Source: an optimization exercise on an open RTL-to-GDS flow (aim: a short achievable clock period and few clock cycles). Production flows keep margins and buffers that such runs may drop.
The RTL was checked by simulation tests, not by an equivalence proof against the original design.
Power figures rest on the tool's default switching activity, not on a simulated workload.

--- design/flow/run.sh ---
#!/bin/bash
# synth_recipe.tcl (not shown) runs the flow's synth.tcl, then flattens the netlist and writes it again
# the make line also repeats each setting of config.mk as NAME=value (left out here)
make -C /OpenROAD-flow-scripts/flow DESIGN_CONFIG=/design/flow/config.mk WORK_HOME=/design/flow/orfs CLKGATE_MAP_FILE= SYNTH_SCRIPT=/design/flow/synth_recipe.tcl finish
--- design/flow/config.mk ---
export PLATFORM = sky130hd
export DESIGN_NAME = mips_core
export DESIGN_NICKNAME = mips_core
export VERILOG_FILES = /design/flow/design.v
export SDC_FILE = /design/flow/constraint.sdc
export NUM_CORES = 4
export LEC_CHECK = 0
export ABC_CLOCK_PERIOD_IN_PS = 2000
export CAP_MARGIN = 20
export CORE_MARGIN = 2
export CORE_UTILIZATION = 36
export SETUP_SLACK_MARGIN = 4.2
export SLEW_MARGIN = 20
export TNS_END_PERCENT = 100
--- design/flow/constraint.sdc ---
create_clock -name core_clock -period 7.0 [get_ports {clk}]
set_input_delay 1.4000 -clock core_clock [delete_from_list [all_inputs] [get_ports {clk}]]
set_output_delay 1.4000 -clock core_clock [all_outputs]
set_load 0.01 [all_outputs]
--- design/flow/design.v ---
`default_nettype none
package mips_pkg;
    typedef enum logic [5:0] {
        OP_RTYPE = 6'h00,
        OP_BEQ   = 6'h04,
        OP_ADDI  = 6'h08,
        OP_LW    = 6'h23,
        OP_SW    = 6'h2b
    } opcode_e;
    typedef enum logic [5:0] {
        FN_ADD = 6'h20,
        FN_SUB = 6'h22,
        FN_AND = 6'h24,
        FN_OR  = 6'h25,
        FN_SLT = 6'h2a
    } funct_e;
    typedef enum logic [2:0] {
        ALU_ADD = 3'd0,
        ALU_SUB = 3'd1,
        ALU_AND = 3'd2,
        ALU_OR  = 3'd3,
        ALU_SLT = 3'd4
    } alu_op_e;
    typedef enum logic [1:0] {
        FWD_RF  = 2'b00,
        FWD_WB  = 2'b01,
        FWD_MEM = 2'b10
    } fwd_sel_e;
    typedef struct packed {
        opcode_e                      opcode;
        logic [5-1:0]  rs;
        logic [5-1:0]  rt;
        logic [5-1:0]  rd;
        logic [4:0]                   shamt;
        funct_e                       funct;
    } r_fmt_t;
    typedef struct packed {
        opcode_e                      opcode;
        logic [5-1:0]  rs;
        logic [5-1:0]  rt;
        logic [15:0]                  imm;
    } i_fmt_t;
    typedef union packed {
        r_fmt_t r_fmt;
        i_fmt_t i_fmt;
    } instr_u;
    typedef struct packed {
        logic    reg_write;
        logic    mem_to_reg;
        logic    mem_write;
        logic    branch;
        logic    alu_src_imm;
        logic    reg_dst_rd;
        alu_op_e alu_op;
    } ctrl_t;
    typedef struct packed {
        instr_u                 instr;
        logic [$clog2(256)-1:0]  pc_next;
    } if_id_t;
    typedef struct packed {
        ctrl_t                        ctrl;
        logic [32-1:0]        rd1;
        logic [32-1:0]        rd2;
        logic [32-1:0]        imm;
        logic [5-1:0]  rs;
        logic [5-1:0]  rt;
        logic [5-1:0]  dst;
    } id_ex_t;
    typedef struct packed {
        logic                         reg_write;
        logic                         mem_to_reg;
        logic                         mem_write;
        logic [32-1:0]        alu_result;
        logic [32-1:0]        store_data;
        logic [5-1:0]  dst;
    } ex_mem_t;
    typedef struct packed {
        logic                         reg_write;
        logic                         mem_to_reg;
        logic [32-1:0]        alu_result;
        logic [32-1:0]        load_data;
        logic [5-1:0]  dst;
    } mem_wb_t;
    typedef struct packed {
        logic                   wr_en;
        logic                   rd_en;
        logic [32-1:0]  addr;
        logic [32-1:0]  wdata;
    } dmem_req_t;
endpackage
`default_nettype wire
`timescale 1ns/1ns
`default_nettype none
module hazard_unit (
    input  logic [5-1:0] rs_id
    ,input  logic [5-1:0] rt_id
    ,input  logic [5-1:0] dst_ex
    ,input  logic [5-1:0] dst_mem
    ,input  logic [5-1:0] dst_wb
    ,input  logic [5-1:0] dst_wb2
    ,input  logic [5-1:0] dst_wb3
    ,output logic                        rs_hits_ex
    ,output logic                        rt_hits_ex
    ,output logic                        rs_from_mem
    ,output logic                        rs_from_wb
    ,output logic                        rs_from_wb2
    ,output logic                        rs_from_wb3
    ,output logic                        rs_from_rf
    ,output logic                        rt_from_mem
    ,output logic                        rt_from_wb
    ,output logic                        rt_from_wb2
    ,output logic                        rt_from_wb3
    ,output logic                        rt_from_rf
);
    logic rs_mem, rt_mem, rs_wb, rt_wb, rs_wb2, rt_wb2, rs_wb3, rt_wb3;
    assign rs_hits_ex = (dst_ex  != '0) && (dst_ex  == rs_id);
    assign rt_hits_ex = (dst_ex  != '0) && (dst_ex  == rt_id);
    assign rs_mem     = (dst_mem != '0) && (dst_mem == rs_id);
    assign rt_mem     = (dst_mem != '0) && (dst_mem == rt_id);
    assign rs_wb      = (dst_wb  != '0) && (dst_wb  == rs_id);
    assign rt_wb      = (dst_wb  != '0) && (dst_wb  == rt_id);
    assign rs_wb2     = (dst_wb2 != '0) && (dst_wb2 == rs_id);
    assign rt_wb2     = (dst_wb2 != '0) && (dst_wb2 == rt_id);
    assign rs_wb3     = (dst_wb3 != '0) && (dst_wb3 == rs_id);
    assign rt_wb3     = (dst_wb3 != '0) && (dst_wb3 == rt_id);
    assign rs_from_mem = !rs_hits_ex && rs_mem;
    assign rs_from_wb  = !rs_hits_ex && !rs_mem && rs_wb;
    assign rs_from_wb2 = !rs_hits_ex && !rs_mem && !rs_wb && rs_wb2;
    assign rs_from_wb3 = !rs_hits_ex && !rs_mem && !rs_wb && !rs_wb2 && rs_wb3;
    assign rs_from_rf  = !rs_hits_ex && !rs_mem && !rs_wb && !rs_wb2 && !rs_wb3;
    assign rt_from_mem = !rt_hits_ex && rt_mem;
    assign rt_from_wb  = !rt_hits_ex && !rt_mem && rt_wb;
    assign rt_from_wb2 = !rt_hits_ex && !rt_mem && !rt_wb && rt_wb2;
    assign rt_from_wb3 = !rt_hits_ex && !rt_mem && !rt_wb && !rt_wb2 && rt_wb3;
    assign rt_from_rf  = !rt_hits_ex && !rt_mem && !rt_wb && !rt_wb2 && !rt_wb3;
endmodule
`default_nettype wire
`timescale 1ns/1ns
`default_nettype none
module control_decoder (
    input  logic [31:0]                  instr,
    output logic                         is_alu,      
    output logic                         is_slt,
    output logic                         is_addi,
    output logic                         is_lw,
    output logic                         is_sw,
    output logic                         is_beq,
    output logic                         op_sub,      
    output logic                         op_and,
    output logic                         op_or,
    output logic                         uses_rs,
    output logic                         uses_rt,
    output logic [5-1:0]  dst          
);
    logic [5:0] opcode;
    logic [5:0] funct;
    logic       rtype;
    assign opcode = instr[31:26];
    assign funct  = instr[5:0];
    assign rtype  = (opcode == 6'h00);
    always_comb begin
        is_alu = 1'b0;
        is_slt = 1'b0;
        op_sub = 1'b0;
        op_and = 1'b0;
        op_or  = 1'b0;
        if (rtype) begin
            case (funct)
                6'h20: is_alu = 1'b1;
                6'h22: begin is_alu = 1'b1; op_sub = 1'b1; end
                6'h24: begin is_alu = 1'b1; op_and = 1'b1; end
                6'h25: begin is_alu = 1'b1; op_or  = 1'b1; end
                6'h2a: begin is_slt = 1'b1; op_sub = 1'b1; end
                default: ;
            endcase
        end
    end
    assign is_addi = (opcode == 6'h08);
    assign is_lw   = (opcode == 6'h23);
    assign is_sw   = (opcode == 6'h2b);
    assign is_beq  = (opcode == 6'h04);
    assign uses_rs = is_alu | is_slt | is_addi | is_lw | is_sw | is_beq;
    assign uses_rt = is_alu | is_slt | is_sw | is_beq;
    assign dst = (is_alu | is_slt) ? instr[15:11]
               : (is_addi | is_lw) ? instr[20:16]
               : '0;
endmodule
`default_nettype wire
`timescale 1ns/1ns
`default_nettype none
module register_file (
    input  logic                         clk,
    input  logic                         clear,
    input  logic [1:0]                   rd_lo1,      
    input  logic [1:0]                   rd_lo2,
    input  logic                         rd_hold,     
    output logic [7:0][32-1:0]   rd_part1,    
    output logic [7:0][32-1:0]   rd_part2,
    input  logic [32-1:1]    wr_sel,      
    input  logic [32-1:0]        wr_data
);
    logic [32-1:0] regs [1:32-1];
    always_ff @(posedge clk) begin
        for (int i = 1; i < 32; i++) begin
            if (clear)
                regs[i] <= '0;
            else if (wr_sel[i])
                regs[i] <= wr_data;
        end
    end
    logic [32-1:0]      view [32];
    logic [7:0][32-1:0] part1;
    logic [7:0][32-1:0] part2;
    assign view[0] = '0;
    for (genvar i = 1; i < 32; i++) begin : g_view
        assign view[i] = regs[i];
    end
    for (genvar j = 0; j < 8; j++) begin : g_part
        assign part1[j] = view[4*j + rd_lo1];
        assign part2[j] = view[4*j + rd_lo2];
    end
    always_ff @(posedge clk) begin
        if (!rd_hold) begin
            rd_part1 <= part1;
            rd_part2 <= part2;
        end
    end
endmodule
`default_nettype wire
`timescale 1ns/1ns
`default_nettype none
module ks_adder #(
    parameter int N = 32
) (
    input  logic [N-1:0] a,
    input  logic [N-1:0] b,
    input  logic         cin,
    output logic [N-1:0] sum
);
    localparam int LEVELS = $clog2(N);
    logic [N-1:0] g [LEVELS+1];
    logic [N-1:0] p [LEVELS+1];
    logic [N-1:0] carry;
    assign g[0] = a & b;
    assign p[0] = a ^ b;
    for (genvar l = 1; l <= LEVELS; l++) begin : g_level
        localparam int D = 1 << (l - 1);
        for (genvar i = 0; i < N; i++) begin : g_bit
            if (i >= D) begin : g_merge
                assign g[l][i] = g[l-1][i] | (p[l-1][i] & g[l-1][i-D]);
                assign p[l][i] = p[l-1][i] & p[l-1][i-D];
            end else begin : g_pass
                assign g[l][i] = g[l-1][i];
                assign p[l][i] = p[l-1][i];
            end
        end
    end
    assign carry = {g[LEVELS][N-2:0] | (p[LEVELS][N-2:0] & {(N-1){cin}}), cin};
    assign sum   = p[0] ^ carry;
endmodule
module alu (
    input  logic                   op_sum,    
    input  logic                   op_and,
    input  logic                   op_or,
    input  logic                   op_slt,
    input  logic [32-1:0]  sum,
    input  logic [32-1:0]  and_v,
    input  logic [32-1:0]  or_v,
    input  logic                   a_sign,
    input  logic                   b_sign,    
    output logic [32-1:0]  result
);
    localparam int N = 32;
    logic set_lt;
    assign set_lt = (a_sign == b_sign) ? a_sign : sum[N-1];
    assign result = ({N{op_sum}} & sum)
                  | ({N{op_and}} & and_v)
                  | ({N{op_or}}  & or_v)
                  | {{(N-1){1'b0}}, op_slt & set_lt};
endmodule
`default_nettype wire
`timescale 1ns/1ns
`default_nettype none
module mips_core (
    input  logic                   clk,
    input  logic                   reset,
    output logic [$clog2(256)-1:0]  imem_addr,
    input  logic [32-1:0]  imem_data,
    output logic                   dmem_wr_en,
    output logic                   dmem_rd_en,
    output logic [32-1:0]  dmem_addr,
    output logic [32-1:0]  dmem_wdata,
    input  logic [32-1:0]  dmem_rdata,
    output logic                   wb_valid,
    output logic [5-1:0] wb_addr,
    output logic [32-1:0]  wb_data
);
    localparam int XLEN = 32;
    localparam int PCW  = $clog2(256);
    localparam int RAW  = 5;
    localparam int NREG = 32;
    logic [PCW-1:0]  pc;            
    logic [PCW-1:0]  pc_plus1;      
    logic            reset_q;       
    logic [XLEN-1:0] d_instr;
    logic            d_valid;       
    logic [PCW-1:0]  d_pcn;         
    logic [7:0][XLEN-1:0] d_part1;  
    logic [7:0][XLEN-1:0] d_part2;  
    logic            e_op_sum;      
    logic            e_cin;         
    logic            e_op_and;
    logic            e_op_or;
    logic            e_op_slt;
    logic            e_load;
    logic            e_store;
    logic            e_br;          
    logic [PCW-1:0]  e_target;
    logic [PCW-1:0]  e_target_p1;
    logic [RAW-1:0]  e_dst;         
    logic [XLEN-1:0] e_a;           
    logic [XLEN-1:0] e_b;           
    logic [XLEN-1:0] e_x;           
    logic [XLEN-1:0] e_o;           
    logic [XLEN-1:0] e_t;           
    logic            e_t_m;         
    logic            m_op_sum;
    logic            m_op_and;
    logic            m_op_or;
    logic            m_op_slt;
    logic [XLEN-1:0] m_sum;
    logic [XLEN-1:0] m_and;
    logic [XLEN-1:0] m_or;
    logic            m_a_sign;
    logic            m_b_sign;
    logic [XLEN-3:0] m_addr;        
    logic [XLEN-1:0] m_wdata;
    logic [RAW-1:0]  m_dst;
    logic            m_load;        
    logic            m_store;
    logic            m_load_wb;     
    logic            m_load_o;      
    logic [XLEN-1:0] m_result;      
    logic [XLEN-1:0] m_val;         
    logic [XLEN-1:0] w_res;
    logic [RAW-1:0]  w_dst;         
    logic [NREG-1:1] w_sel;         
    logic [XLEN-1:0] w_res_o;
    logic [RAW-1:0]  w_dst_o;
    logic            w_valid_o;
    logic [XLEN-1:0] w2_res;
    logic [RAW-1:0]  w2_dst;
    logic [XLEN-1:0] w3_res;
    logic [RAW-1:0]  w3_dst;
    logic            c_alu, c_slt, c_addi, c_lw, c_sw, c_beq;
    logic            c_uses_rs, c_uses_rt;
    logic [RAW-1:0]  c_dst;
    logic            d_alu, d_slt, d_addi, d_lw, d_sw, d_beq;
    logic            d_sub, d_and, d_or;
    logic            d_uses_rs, d_uses_rt;
    logic [RAW-1:0]  d_dst;
    logic [RAW-1:0]  d_rs;
    logic [RAW-1:0]  d_rt;
    logic [XLEN-1:0] d_imm;
    logic            d_imm_b;
    logic [PCW-1:0]  d_target;
    logic [PCW-1:0]  d_target_p1;
    logic            d_taken;
    logic [XLEN-1:0] rf_rd1;
    logic [XLEN-1:0] rf_rd2;
    logic            stall;
    logic            mispredict;
    logic            rs_hits_ex, rt_hits_ex;
    logic            a_mem, a_wb, a_wb2, a_wb3, a_rf;      
    logic            t_mem, t_wb, t_wb2, t_wb3, t_rf;
    logic [7:0]      d_hi1;         
    logic [7:0]      d_hi2;         
    assign d_rs    = d_instr[25:21];
    assign d_rt    = d_instr[20:16];
    assign d_imm   = {{(XLEN-16){d_instr[15]}}, d_instr[15:0]};
    control_decoder i_control_decoder (
        .instr   (d_instr),
        .is_alu  (c_alu),
        .is_slt  (c_slt),
        .is_addi (c_addi),
        .is_lw   (c_lw),
        .is_sw   (c_sw),
        .is_beq  (c_beq),
        .op_sub  (d_sub),
        .op_and  (d_and),
        .op_or   (d_or),
        .uses_rs (c_uses_rs),
        .uses_rt (c_uses_rt),
        .dst     (c_dst)
    );
    assign d_alu     = d_valid & c_alu;
    assign d_slt     = d_valid & c_slt;
    assign d_addi    = d_valid & c_addi;
    assign d_lw      = d_valid & c_lw;
    assign d_sw      = d_valid & c_sw;
    assign d_beq     = d_valid & c_beq;
    assign d_uses_rs = d_valid & c_uses_rs;
    assign d_uses_rt = d_valid & c_uses_rt;
    assign d_dst     = d_valid ? c_dst : '0;
    assign d_imm_b   = d_addi | d_lw | d_sw;
    register_file i_register_file (
        .clk      (clk),
        .clear    (reset_q),
        .rd_lo1   (imem_data[22:21]),
        .rd_lo2   (imem_data[17:16]),
        .rd_hold  (stall),
        .rd_part1 (d_part1),
        .rd_part2 (d_part2),
        .wr_sel   (w_sel),
        .wr_data  (w_res)
    );
    always_comb begin
        rf_rd1 = '0;
        rf_rd2 = '0;
        for (int j = 0; j < 8; j++) begin
            rf_rd1 = rf_rd1 | ({XLEN{d_hi1[j]}} & d_part1[j]);
            rf_rd2 = rf_rd2 | ({XLEN{d_hi2[j]}} & d_part2[j]);
        end
    end
    hazard_unit i_hazard_unit (
        .rs_id       (d_rs),
        .rt_id       (d_rt),
        .dst_ex      (e_dst),
        .dst_mem     (m_dst),
        .dst_wb      (w_dst),
        .dst_wb2     (w2_dst),
        .dst_wb3     (w3_dst),
        .rs_hits_ex  (rs_hits_ex),
        .rt_hits_ex  (rt_hits_ex),
        .rs_from_mem (a_mem),
        .rs_from_wb  (a_wb),
        .rs_from_wb2 (a_wb2),
        .rs_from_wb3 (a_wb3),
        .rs_from_rf  (a_rf),
        .rt_from_mem (t_mem),
        .rt_from_wb  (t_wb),
        .rt_from_wb2 (t_wb2),
        .rt_from_wb3 (t_wb3),
        .rt_from_rf  (t_rf)
    );
    logic            d_same;
    logic            d_zero_ex;     
    logic            d_br_here;     
    logic            sum_is_zero;
    assign d_target    = d_pcn + d_instr[PCW-1:0];
    assign d_target_p1 = d_target + 1'b1;
    assign d_same      = (d_rs == d_rt);
    assign d_zero_ex   = e_op_sum
                         && (((d_rt == '0) && rs_hits_ex) || ((d_rs == '0) && rt_hits_ex));
    assign sum_is_zero = e_cin ? (e_x == '1)
                               : ((e_x ^ {e_o[XLEN-2:0], 1'b0}) == '0);
    assign d_br_here   = d_same || d_zero_ex;
    assign d_taken     = d_beq && (d_same || (d_zero_ex && sum_is_zero));
    logic            f_alu, f_slt, f_addi, f_lw, f_sw, f_beq;
    logic            f_sub, f_and, f_or;
    logic            f_uses_rs, f_uses_rt;
    logic [RAW-1:0]  f_dst;
    logic [RAW-1:0]  f_rs;
    logic [RAW-1:0]  f_rt;
    logic            f_rs_hits_d, f_rt_hits_d;
    logic            f_zero_d;
    logic            f_stall;
    logic            d_op_sum;
    control_decoder i_fetch_decoder (
        .instr   (imem_data),
        .is_alu  (f_alu),
        .is_slt  (f_slt),
        .is_addi (f_addi),
        .is_lw   (f_lw),
        .is_sw   (f_sw),
        .is_beq  (f_beq),
        .op_sub  (f_sub),
        .op_and  (f_and),
        .op_or   (f_or),
        .uses_rs (f_uses_rs),
        .uses_rt (f_uses_rt),
        .dst     (f_dst)
    );
    assign f_rs        = imem_data[25:21];
    assign f_rt        = imem_data[20:16];
    assign d_op_sum    = (d_alu & ~d_and & ~d_or) | d_addi;
    assign f_rs_hits_d = (d_dst != '0) && (d_dst == f_rs);
    assign f_rt_hits_d = (d_dst != '0) && (d_dst == f_rt);
    assign f_zero_d    = d_op_sum && (((f_rt == '0) && f_rs_hits_d) || ((f_rs == '0) && f_rt_hits_d));
    assign f_stall     = !(f_beq && ((f_rs == f_rt) || f_zero_d)) && !(d_and || d_or)
                         && ((f_uses_rs && f_rs_hits_d) || (f_uses_rt && f_rt_hits_d && !f_sw));
    always_ff @(posedge clk) begin
        if (reset || mispredict || stall)
            stall <= 1'b0;
        else
            stall <= f_stall;
    end
    assign imem_addr = pc;
    always_ff @(posedge clk) begin
        if (reset)
            pc <= '0;
        else if (mispredict)
            pc <= e_target;
        else if (stall)
            pc <= d_pcn;
        else if (d_taken)
            pc <= d_target;
        else
            pc <= pc_plus1;
    end
    always_ff @(posedge clk) begin
        if (reset) begin
            pc_plus1 <= 8'd1;
        end else if (mispredict) begin
            pc_plus1 <= e_target_p1;
        end else if (!stall) begin
            if (d_taken)
                pc_plus1 <= d_target_p1;
            else
                pc_plus1 <= pc_plus1 + 1'b1;
        end
    end
    always_ff @(posedge clk) begin
        reset_q <= reset;
    end
    always_ff @(posedge clk) begin
        if (reset || mispredict)
            d_valid <= 1'b0;
        else if (!stall)
            d_valid <= 1'b1;
    end
    always_ff @(posedge clk) begin
        if (!stall) begin
            d_instr <= imem_data;
            d_pcn   <= pc_plus1;
        end
    end
    always_ff @(posedge clk) begin
        if (!stall) begin
            for (int j = 0; j < 8; j++) begin
                d_hi1[j] <= !reset_q && (imem_data[25:23] == 3'(j));
                d_hi2[j] <= !reset_q && (imem_data[20:18] == 3'(j));
            end
        end
    end
    always_ff @(posedge clk) begin
        if (reset || stall) begin
            e_op_sum <= 1'b0;
            e_cin    <= 1'b0;
            e_op_and <= 1'b0;
            e_op_or  <= 1'b0;
            e_op_slt <= 1'b0;
            e_load   <= 1'b0;
            e_store  <= 1'b0;
            e_br     <= 1'b0;
            e_dst    <= '0;
        end else begin
            e_op_sum <= d_op_sum;
            e_cin    <= d_sub;
            e_op_and <= d_and;
            e_op_or  <= d_or;
            e_op_slt <= d_slt;
            e_load   <= d_lw;
            e_store  <= d_sw;
            e_br     <= d_beq & ~d_br_here;
            e_dst    <= d_dst;
        end
    end
    logic b_inv;
    logic b_imm;
    assign b_inv = d_sub;
    assign b_imm = d_imm_b;
    logic [XLEN-1:0] next_a;
    logic [XLEN-1:0] next_b;
    logic [XLEN-1:0] x_logic;
    assign x_logic = ({XLEN{e_op_and}} & (e_a & e_b)) | ({XLEN{e_op_or}} & (e_a | e_b));
    logic [RAW-1:0]  n_rs, n_rt;
    logic [RAW-1:0]  nx_dst;
    logic            nx_logic;
    logic            n_imm_b, n_inv;
    logic            n_rs_ex, n_rt_ex;
    logic            n_a_mem, n_a_wb, n_a_wb2, n_a_wb3, n_a_rf;
    logic            n_t_mem, n_t_wb, n_t_wb2, n_t_wb3, n_t_rf;
    logic            s_a_ex, s_a_mem, s_a_wb, s_a_wb2, s_a_wb3, s_a_rf;
    logic            s_t_mem, s_t_wb, s_t_wb2, s_t_wb3, s_t_rf;
    logic            s_t_ex;
    logic            s_b_pos, s_b_neg, s_b_imm;    
    logic            s_bp_ex, s_bp_mem, s_bp_wb, s_bp_wb2, s_bp_wb3, s_bp_rf;
    logic            s_bn_ex, s_bn_mem, s_bn_wb, s_bn_wb2, s_bn_wb3, s_bn_rf;
    assign n_rs     = stall ? d_rs : imem_data[25:21];
    assign n_rt     = stall ? d_rt : imem_data[20:16];
    assign nx_dst   = stall ? '0 : d_dst;
    assign nx_logic = !stall && d_valid && (d_and || d_or);
    assign n_imm_b  = stall ? d_imm_b : (f_addi || f_lw || f_sw);
    assign n_inv    = stall ? d_sub : f_sub;
    hazard_unit i_next_sources (
        .rs_id       (n_rs),
        .rt_id       (n_rt),
        .dst_ex      (nx_dst),
        .dst_mem     (e_dst),
        .dst_wb      (m_dst),
        .dst_wb2     (w_dst),
        .dst_wb3     (w2_dst),
        .rs_hits_ex  (n_rs_ex),
        .rt_hits_ex  (n_rt_ex),
        .rs_from_mem (n_a_mem),
        .rs_from_wb  (n_a_wb),
        .rs_from_wb2 (n_a_wb2),
        .rs_from_wb3 (n_a_wb3),
        .rs_from_rf  (n_a_rf),
        .rt_from_mem (n_t_mem),
        .rt_from_wb  (n_t_wb),
        .rt_from_wb2 (n_t_wb2),
        .rt_from_wb3 (n_t_wb3),
        .rt_from_rf  (n_t_rf)
    );
    always_ff @(posedge clk) begin
        s_a_ex   <= n_rs_ex && nx_logic;
        s_a_mem  <= n_a_mem;
        s_a_wb   <= n_a_wb;
        s_a_wb2  <= n_a_wb2;
        s_a_wb3  <= n_a_wb3;
        s_a_rf   <= n_a_rf;
        s_t_mem  <= n_t_mem;
        s_t_wb   <= n_t_wb;
        s_t_wb2  <= n_t_wb2;
        s_t_wb3  <= n_t_wb3;
        s_t_rf   <= n_t_rf;
        s_t_ex   <= n_rt_ex && nx_logic;
        s_b_pos  <= !n_imm_b && !n_inv;
        s_b_neg  <= !n_imm_b &&  n_inv;
        s_b_imm  <= n_imm_b;
    end
    assign s_bp_ex  = s_t_ex  && s_b_pos;
    assign s_bp_mem = s_t_mem && s_b_pos;
    assign s_bp_wb  = s_t_wb  && s_b_pos;
    assign s_bp_wb2 = s_t_wb2 && s_b_pos;
    assign s_bp_wb3 = s_t_wb3 && s_b_pos;
    assign s_bp_rf  = s_t_rf  && s_b_pos;
    assign s_bn_ex  = s_t_ex  && s_b_neg;
    assign s_bn_mem = s_t_mem && s_b_neg;
    assign s_bn_wb  = s_t_wb  && s_b_neg;
    assign s_bn_wb2 = s_t_wb2 && s_b_neg;
    assign s_bn_wb3 = s_t_wb3 && s_b_neg;
    assign s_bn_rf  = s_t_rf  && s_b_neg;
    assign next_a = ({XLEN{s_a_ex}} & x_logic) | ({XLEN{s_a_mem}} & m_val)  | ({XLEN{s_a_wb}} & w_res)
                  | ({XLEN{s_a_wb2}} & w2_res) | ({XLEN{s_a_wb3}} & w3_res)
                  | ({XLEN{s_a_rf}} & rf_rd1);
    always_ff @(posedge clk) begin
        e_x <= next_a ^ next_b;
        e_o <= next_a | next_b;
    end
    always_ff @(posedge clk) begin
        e_target    <= d_target;
        e_target_p1 <= d_target_p1;
        e_a <= next_a;
        e_b <= next_b;
    end
    always_comb begin
        next_b = ({XLEN{s_bp_ex}}  & x_logic) | ({XLEN{s_bn_ex}}  & ~x_logic)
               | ({XLEN{s_bp_mem}} & m_val)   | ({XLEN{s_bn_mem}} & ~m_val)
               | ({XLEN{s_bp_wb}}  & w_res)   | ({XLEN{s_bn_wb}}  & ~w_res)
               | ({XLEN{s_bp_wb2}} & w2_res)  | ({XLEN{s_bn_wb2}} & ~w2_res)
               | ({XLEN{s_bp_wb3}} & w3_res)  | ({XLEN{s_bn_wb3}} & ~w3_res)
               | ({XLEN{s_bp_rf}}  & rf_rd2)  | ({XLEN{s_bn_rf}}  & ~rf_rd2)
               | ({XLEN{s_b_imm}}  & d_imm);
    end
    always_ff @(posedge clk) begin
        e_t <= ({XLEN{s_t_mem}} & m_val)  | ({XLEN{s_t_wb}} & w_res)
             | ({XLEN{s_t_wb2}} & w2_res) | ({XLEN{s_t_wb3}} & w3_res)
             | ({XLEN{s_t_rf}} & rf_rd2);
        e_t_m <= rt_hits_ex;
    end
    logic [XLEN-1:0] x_sum;
    ks_adder #(.N(XLEN)) i_adder (
        .a   (e_a),
        .b   (e_b),
        .cin (e_cin),
        .sum (x_sum)
    );
    assign mispredict = e_br && (e_x == '0);
    always_ff @(posedge clk) begin
        if (reset) begin
            m_load  <= 1'b0;
            m_store <= 1'b0;
            m_dst   <= '0;
        end else begin
            m_load  <= e_load;
            m_store <= e_store;
            m_dst   <= e_dst;
        end
    end
    always_ff @(posedge clk) begin
        m_op_sum  <= e_op_sum;
        m_op_and  <= e_op_and;
        m_op_or   <= e_op_or;
        m_op_slt  <= e_op_slt;
        m_sum     <= x_sum;
        m_and     <= e_a & e_b;
        m_or      <= e_a | e_b;
        m_a_sign  <= e_a[XLEN-1];
        m_b_sign  <= e_b[XLEN-1];
        m_addr    <= x_sum[XLEN-1:2];
        m_wdata   <= e_t_m ? m_val : e_t;
        m_load_wb <= e_load && (e_dst != '0);
        m_load_o  <= e_load;
    end
    alu i_alu (
        .op_sum (m_op_sum),
        .op_and (m_op_and),
        .op_or  (m_op_or),
        .op_slt (m_op_slt),
        .sum    (m_sum),
        .and_v  (m_and),
        .or_v   (m_or),
        .a_sign (m_a_sign),
        .b_sign (m_b_sign),
        .result (m_result)
    );
    assign m_val = m_load_wb ? dmem_rdata : m_result;
    assign dmem_wr_en = m_store;
    assign dmem_rd_en = m_load;
    assign dmem_addr  = {{2{1'b0}}, m_addr};
    assign dmem_wdata = m_wdata;
    always_ff @(posedge clk) begin
        if (reset) begin
            w_valid_o <= 1'b0;
            w_dst     <= '0;
            w_sel     <= '0;
            w2_dst    <= '0;
            w3_dst    <= '0;
        end else begin
            w_valid_o <= (m_dst != '0);
            w_dst     <= m_dst;
            for (int i = 1; i < NREG; i++)
                w_sel[i] <= (m_dst == RAW'(i));
            w2_dst    <= w_dst;
            w3_dst    <= w2_dst;
        end
    end
    always_ff @(posedge clk) begin
        w_res   <= m_val;
        w_res_o <= m_load_o ? dmem_rdata : m_result;
        w_dst_o <= m_dst;
        w2_res  <= w_res;
        w3_res  <= w2_res;
    end
    assign wb_valid = w_valid_o;
    assign wb_addr  = w_dst_o;
    assign wb_data  = w_res_o;
endmodule
`default_nettype wire
==> flow_summary.toml, run 1 <==
[setup_path]
path_buf_inv = 1
cp_cell_sequence = "or4b_4, a21oi_4, a22o_1, xnor2_1, and3_1, o21ai_2, a221o_1, buf_6, o2111ai_4, a21oi_1"
worstPathRequired_ns = 7.72
worstRegToRegCells = 10
path_delay_family = "compound AO/OA/AOI/OAI gates"
endpoint_kind = "flip-flop"
path_class = "reg -> reg"
critPathMaxStageDelay_ns = 0.58
crit_arrival_ns = 3.65
cp-start-kind = "flip-flop"
cp_slowest_cell = "or4b_4"
critical_path_depth = 10
critPathMaxFanout = 6

[power_and_ir_drop]
leakage_uw = 0.0378
p_per_area_nw_per_um2 = 238
peakVddDrop_uv = 189

[cells_and_area]
fin_area_um2 = 103000
top_register = "i_register_file.regs"
final_layout_size_suffix_gt1_share_pct = 20.5
post-route-util_pct = 41.6
top_regs = "i_register_file.regs (992), i_register_file.rd_part1 (256), i_register_file.rd_part2 (256)"
area_growth_pct = 14.7
largest_reg_flops = 992
final_nets = 7632

[clocking]
cts_buffers = 210
ctsHoldBuffers = 0
path_clk_slew_ns = 0.06
cts_max_level = 4
clk_path_buf_depth = 3
root_buffer = "clkbuf_16"
clock_insertion_delay_worst_skew_ns = 0.87
cts_tree = "built"
cts.sinks = 2101

[timing]
slew_violations = 0
whs_ns = 0.343
rsz0062_at_grt = "yes"
fmax_mhz = 341
setup_slack_ns = 4.07
slew_headroom_pct = 26.2
fin_crit_sh_pct = 41.9
setup_tns_ns = 0
clock_skew_ns = 0.0341
final-setup-viol-count = 0
hold_viol_final = 0
min_period_ns = 2.93
worst_slew_pin_slew_ns = 1.11

[run]
maxCapViolCount = 0

[route]
via_per_inst = 5.74
ant_nets = 0
drc = 0
vias = 63028
first_pass_iters = 9
wl_um = 301000
post_drt_wl_per_cell_um = 27.4
drt_iter0_drc = 7911

[global_routing]
grt-ovfl-total = 0
grt_pass1_vias = 60960
grt_max_degree = 206
grt_use_total_pct = 22.6
antenna_found_initial = 9
met1_usage_pct = 29.9
met3_usage_pct = 4.48
grt_util_met2_pct = 35.9
grt.busiest_layer = "met2"
grt_pass1_wl_um = 429000

[place]
io_buffers = 175
place_area_um2 = 94900
gp_congestion = 0.961
hpwlAfterDp_um = 175000
place_ws_ns = 3.27

[synthesis]
post-synth-top-count-cell = "dfxtp_1"
yosys_warnings = 8
synthTopCellsByArea = "dfxtp_1 (34%), edfxtp_1 (19%), mux2i_1 (12%)"
synth_cell_types = 73
synth_top_area_share_pct = 34.0
yosys_register_bits = 2101
synth_cells = 7516
synth_edf_count = 568
ys_async_sr_fraction_pct = 0
syn_area_per_cell_um2 = 12.0
yosysSeqAreaShare_pct = 52.9
syn_area_um2 = 90200
synth_ff_type = "dfxtp_1"
synth_commonest_cells = "dfxtp_1 (1533), nor2_1 (1109), mux2i_1 (1051)"
yosysTopAreaCell = "dfxtp_1"

[status]
status = "timing/DRC/antenna clean"

[worst_hold_path]
hold_depth = 0
hold_path_class = "reg -> reg"

[floorplan]
core_area_um2 = 249000
die_w_um = 504
io-pin-count = 178
dieArea_um2 = 255000
die_h_um = 504
initial_core_util_pct = 36.2
placementRows = 183
worst register-to-register path, cell delays in order (launching register included):
cell and delay (ns):
edfxtp_1 0.47, or4b_4 0.58, a21oi_4 0.25, a22o_1 0.25, xnor2_1 0.13, and3_1 0.20
o21ai_2 0.08, a221o_1 0.43, buf_6 0.16, o2111ai_4 0.19, a21oi_1 0.06
worst paths after layout:
path	start	to	slack, ns
setup reg to reg	d_instr[26]$_DFFE_PN_	s_t_rf$_DFF_P_	4.07
hold / removal	e_op_slt$_SDFF_PP0_	m_op_slt$_DFF_P_	0.34
hold reg to reg	e_op_slt$_SDFF_PP0_	m_op_slt$_DFF_P_	0.34
setup / recovery	d_instr[26]$_DFFE_PN_	s_t_rf$_DFF_P_	4.07
stage by stage:
step	cells	total power, µW
final	10977	24600
after global routing	10976	25300
after CTS	10911	24700
after detailed placement	10455	13500
after global placement	10454	13500
after floorplan	7517	13200
kinds of logic after synthesis:
group                    after synthesis  share of synthesized area (%)
multiplexers                        1699                           25.4
AO/OA/AOI/OAI                        910                           7.27
flip-flops                          2101                           52.9
AND/OR/NAND/NOR                     1636                           7.69
adder cells (fa/ha/maj)              107                           1.50
buffers and inverters                939                           4.05
XOR/XNOR                             123                           1.19
other                                  1                        0.00416
cell usage in the layout, fill, tap and decap left out, types with 74 or more instances in the layout:
cell type,netlist,layout
o21ai_0,80,74
mux2_2,200,200
edfxtp_1,568,568
inv_1,219,216
mux2i_1,1051,1048
nand4_1,87,87
mux4_2,448,448
a21oi_1,189,186
ha_1,104,96
nand2_1,189,183
a22oi_1,329,321
nor2_1,1109,1104
buf_2,3,91
dfxtp_1,1533,1437
clkbuf_16,0,217
buf_4,32,218
where the power goes:
group / internal [µW] / switching [µW] / total (µW)
sequential: 12500 / 55.2 / 12500
clock: 6350 / 4940 / 11300
combinational: 278 / 532 / 810
final cells by class:
| class | count | area, µm² |
|---|---|---|
| fillers | 23018 | 145000 |
| diodes | 1 | 2.50 |
| multi-input cells | 4478 | 39500 |
| repair buffers | 450 | 4090 |
| clock inverters | 89 | 895 |
| flip-flops and latches | 2101 | 48000 |
| well taps | 3330 | 4170 |
| clock buffers | 309 | 6010 |
| inverters | 219 | 846 |
timing repair:
action | CTS | global route
pin swaps | 38 | 49
setup buffers | 56 | 59
setup endpoints to repair | 219 | 177
resized for setup | 600 | 105
cloned | 2 | 6
metal layers:
layer	vias to the layer above	part of all wire [%]	wire length, µm
li1	27406	-	-
met1	31621	40	121000
met2	3284	45	137000
met3	713	9.3	28000
met4	4	5.0	15000
met5	-	0.0080	24
Testbench counts, summed over its fixed seeds: cycles 21,402.
==> run 2: changes to the inputs <==
--- a/design/flow/config.mk
+++ b/design/flow/config.mk
@@ -8,7 +8,7 @@
 export ABC_CLOCK_PERIOD_IN_PS = 2000
 export CAP_MARGIN = 20
 export CORE_MARGIN = 2
-export CORE_UTILIZATION = 36
+export CORE_UTILIZATION = 30
 export SETUP_SLACK_MARGIN = 4.2
 export SLEW_MARGIN = 20
 export TNS_END_PERCENT = 100
==> flow_summary.toml, run 2 <==
[global_routing]
antenna_found_initial = 5
grt_pass1_vias = 61354
grt-ovfl-total = 0
grt_use_total_pct = 18.9
grt_pass1_wl_um = 430000
grt_max_degree = 194

[place]
io_buffers = 175
hpwlAfterDp_um = 176000
gp_congestion = 0.982
place_ws_ns = 3.08

[cells_and_area]
post-route-util_pct = 34.7
final_common_cell = "dfxtp_1"
antennaDiodeCount = 0
area_growth_pct = 15.4
fillers = 28856
top_register = "i_register_file.regs"
top_regs = "i_register_file.regs (992), i_register_file.rd_part1 (256), i_register_file.rd_part2 (256)"
final_layout_size_suffix_gt1_share_pct = 20.4
final_cell_mix = "dfxtp_1 (1448), nor2_1 (1105), mux2i_1 (1047), edfxtp_1 (568), mux4_2 (448)"
largest_reg_flops = 992
final_nets = 7598

[power_and_ir_drop]
p_per_area_nw_per_um2 = 239
leakage_uw = 0.0377
p_total_uw = 24900
peakVddDrop_uv = 279

[timing]
fmax_mhz = 342
setup_slack_ns = 4.08
worst_slew_pin_slew_ns = 1.11
whs_ns = 0.347
final-setup-viol-count = 0
rsz0062_at_grt = "yes"
slew_headroom_pct = 25.9
clock_skew_ns = 0.0416
slew_violations = 0
min_period_ns = 2.92
fin_crit_sh_pct = 41.7
hold_viol_final = 0
setup_tns_ns = 0

[status]
status = "timing/DRC/antenna clean"

[setup_path]
critPathMaxStageDelay_ns = 0.57
cp_cell_sequence = "or4b_4, a21oi_4, a22oi_2, xor2_1, and3_1, o21ai_2, a221o_1, o21a_1, a2111oi_2"
path_delay_family = "compound AO/OA/AOI/OAI gates"
worstPathRequired_ns = 7.74
cp-start-kind = "flip-flop"
endpoint_kind = "flip-flop"
critPathMaxFanout = 6
crit_arrival_ns = 3.66
path_class = "reg -> reg"
cp_slowest_cell = "or4b_4"
path_buf_inv = 0

[synthesis]
yosys_register_bits = 2101
yosysSeqAreaShare_pct = 52.9
synth_cell_types = 73
synth_top_family_by_area = "multiplexers"
post-synth-top-count-cell = "dfxtp_1"
synth_commonest_cells = "dfxtp_1 (1533), nor2_1 (1109), mux2i_1 (1051)"
yosysTopAreaCell = "dfxtp_1"
synth_compound_area_share_pct = 7.27
syn_area_per_cell_um2 = 12.0
synth_top_area_share_pct = 34.0
synth.area.mux_share_pct = 25.4
yosys_warnings = 8
synth_xor_xnor_area_share_pct = 1.19
ys_async_sr_fraction_pct = 0
synth_ff_type = "dfxtp_1"
syn_area_um2 = 90200
synth-adder-area-share_pct = 1.50
synth_edf_count = 568
synth-simple-area-share_pct = 7.69
synthTopCellsByArea = "dfxtp_1 (34%), edfxtp_1 (19%), mux2i_1 (12%)"
synth_cells = 7516

[floorplan]
die_h_um = 552
core_area_um2 = 300000
io-pin-count = 178
placementRows = 201
initial_core_util_pct = 30.1
die_w_um = 552
dieArea_um2 = 305000

[clocking]
clk_path_buf_depth = 3
cts_tree = "built"
root_buffer = "clkbuf_16"
cts_max_level = 4
cts.sinks = 2101
clock_insertion_delay_worst_skew_ns = 0.87
path_clk_slew_ns = 0.06
cts_buffers = 212

[route]
first_pass_iters = 9
wl_um = 298000
vias = 62684
ant_nets = 0
drt_iter0_drc = 7398
via_per_inst = 5.42
post_drt_wl_per_cell_um = 25.7
drc = 0

[worst_hold_path]
hold_path_class = "reg -> reg"

[run]
maxCapViolCount = 0
==> run 2: kinds of logic after synthesis <==
kind of cell	Yosys count
multiplexers	1699
buffers and inverters	939
flip-flops	2101
adder cells (fa/ha/maj)	107
XOR/XNOR	123
other	1
AO/OA/AOI/OAI	910
AND/OR/NAND/NOR	1636
==> run 2: power breakdown <==
group | leakage, µW | internal (µW) | switching (µW)
combinational | 0.0149 | 256 | 515
clock | 0.00354 | 6630 | 4950
sequential | 0.0194 | 12500 | 57.1
==> run 2: path summary, 6_finish.rpt <==
| path | from | endpoint | slack [ns] | depth (start not counted) |
|---|---|---|---|---|
| worst min register to register | e_op_slt$_SDFF_PP0_ | m_op_slt$_DFF_P_ | 0.35 | 0 |
| worst max-delay path | d_instr[27]$_DFFE_PN_ | stall$_SDFF_PP0_ | 4.08 | 9 |
| worst min-delay path | e_op_slt$_SDFF_PP0_ | m_op_slt$_DFF_P_ | 0.35 | 0 |
| worst max register to register | d_instr[27]$_DFFE_PN_ | stall$_SDFF_PP0_ | 4.08 | 9 |
==> run 2: through the flow <==
step	cell area [µm²]	cells
floorplan	90500	7517
finish	104000	11572
CTS	103000	11540
detailed placement	95600	11079
global placement	95600	11079
global route	104000	11572
==> run 2: timing repair <==
| item | in CTS | in global routing |
|---|---|---|
| pin swaps | 43 | 41 |
| gates cloned | 3 | 1 |
| setup endpoints to repair | 310 | 200 |
| hold buffers | 0 | 0 |
| buffers inserted | 56 | 31 |
| gates resized for setup | 568 | 102 |
==> run 2: cell type report <==
class                           instances  area (µm²)  area share [%]
Sequential cell                      2101       47900            46.1
Multi-Input combinational cell       4478       39500            38.0
Clock buffer                          305        6210            5.97
Tap cell                             3958        4950            4.76
Timing Repair Buffer                  414        3630            3.49
Clock inverter                         97         945           0.908
Inverter                              219         850           0.817
==> run 2: per-layer routing <==
layer | up-vias | wire length (µm) | global-route usage, %
li1 | 27324 | - | -
met3 | 635 | 26800 | 3.57
met1 | 31573 | 122000 | 24.9
met5 | - | 25 | 0
met4 | 4 | 14600 | 8.90
met2 | 3148 | 134000 | 29.6

==> what the ideal ports hide <==
How much do the figures lean on ideal ports? The routed layouts below were timed once more, with nothing changed but the port constraints. Step 1 sets driving cells, clkbuf_16 on the clock port and buf_2 on the other inputs (assumed; they add their load-dependent delay and slew). Step 2 moves the port delays by t, midway between the first and last clock arrival at a register: inputs arrive t later, outputs are due t later. That takes back most of the time a late clock gives input paths. Three values: ideal ports, drivers, drivers and shift; two values: the first two.
| run | t (ns) | setup WS [ns] | worst data-port slew with drivers (ns) |
|---|---|---|---|
| run 1 | 0.950 | 4.067 / 4.067 / 3.209 | 0.09 |
| run 2 | 0.950 | 4.080 / 4.080 / 3.203 | 0.06 |
After both steps every run listed still meets setup and hold. For run 2, which loses most, drivers alone change the setup slack by 0.000 ns; drivers and shift together by -0.877 ns.
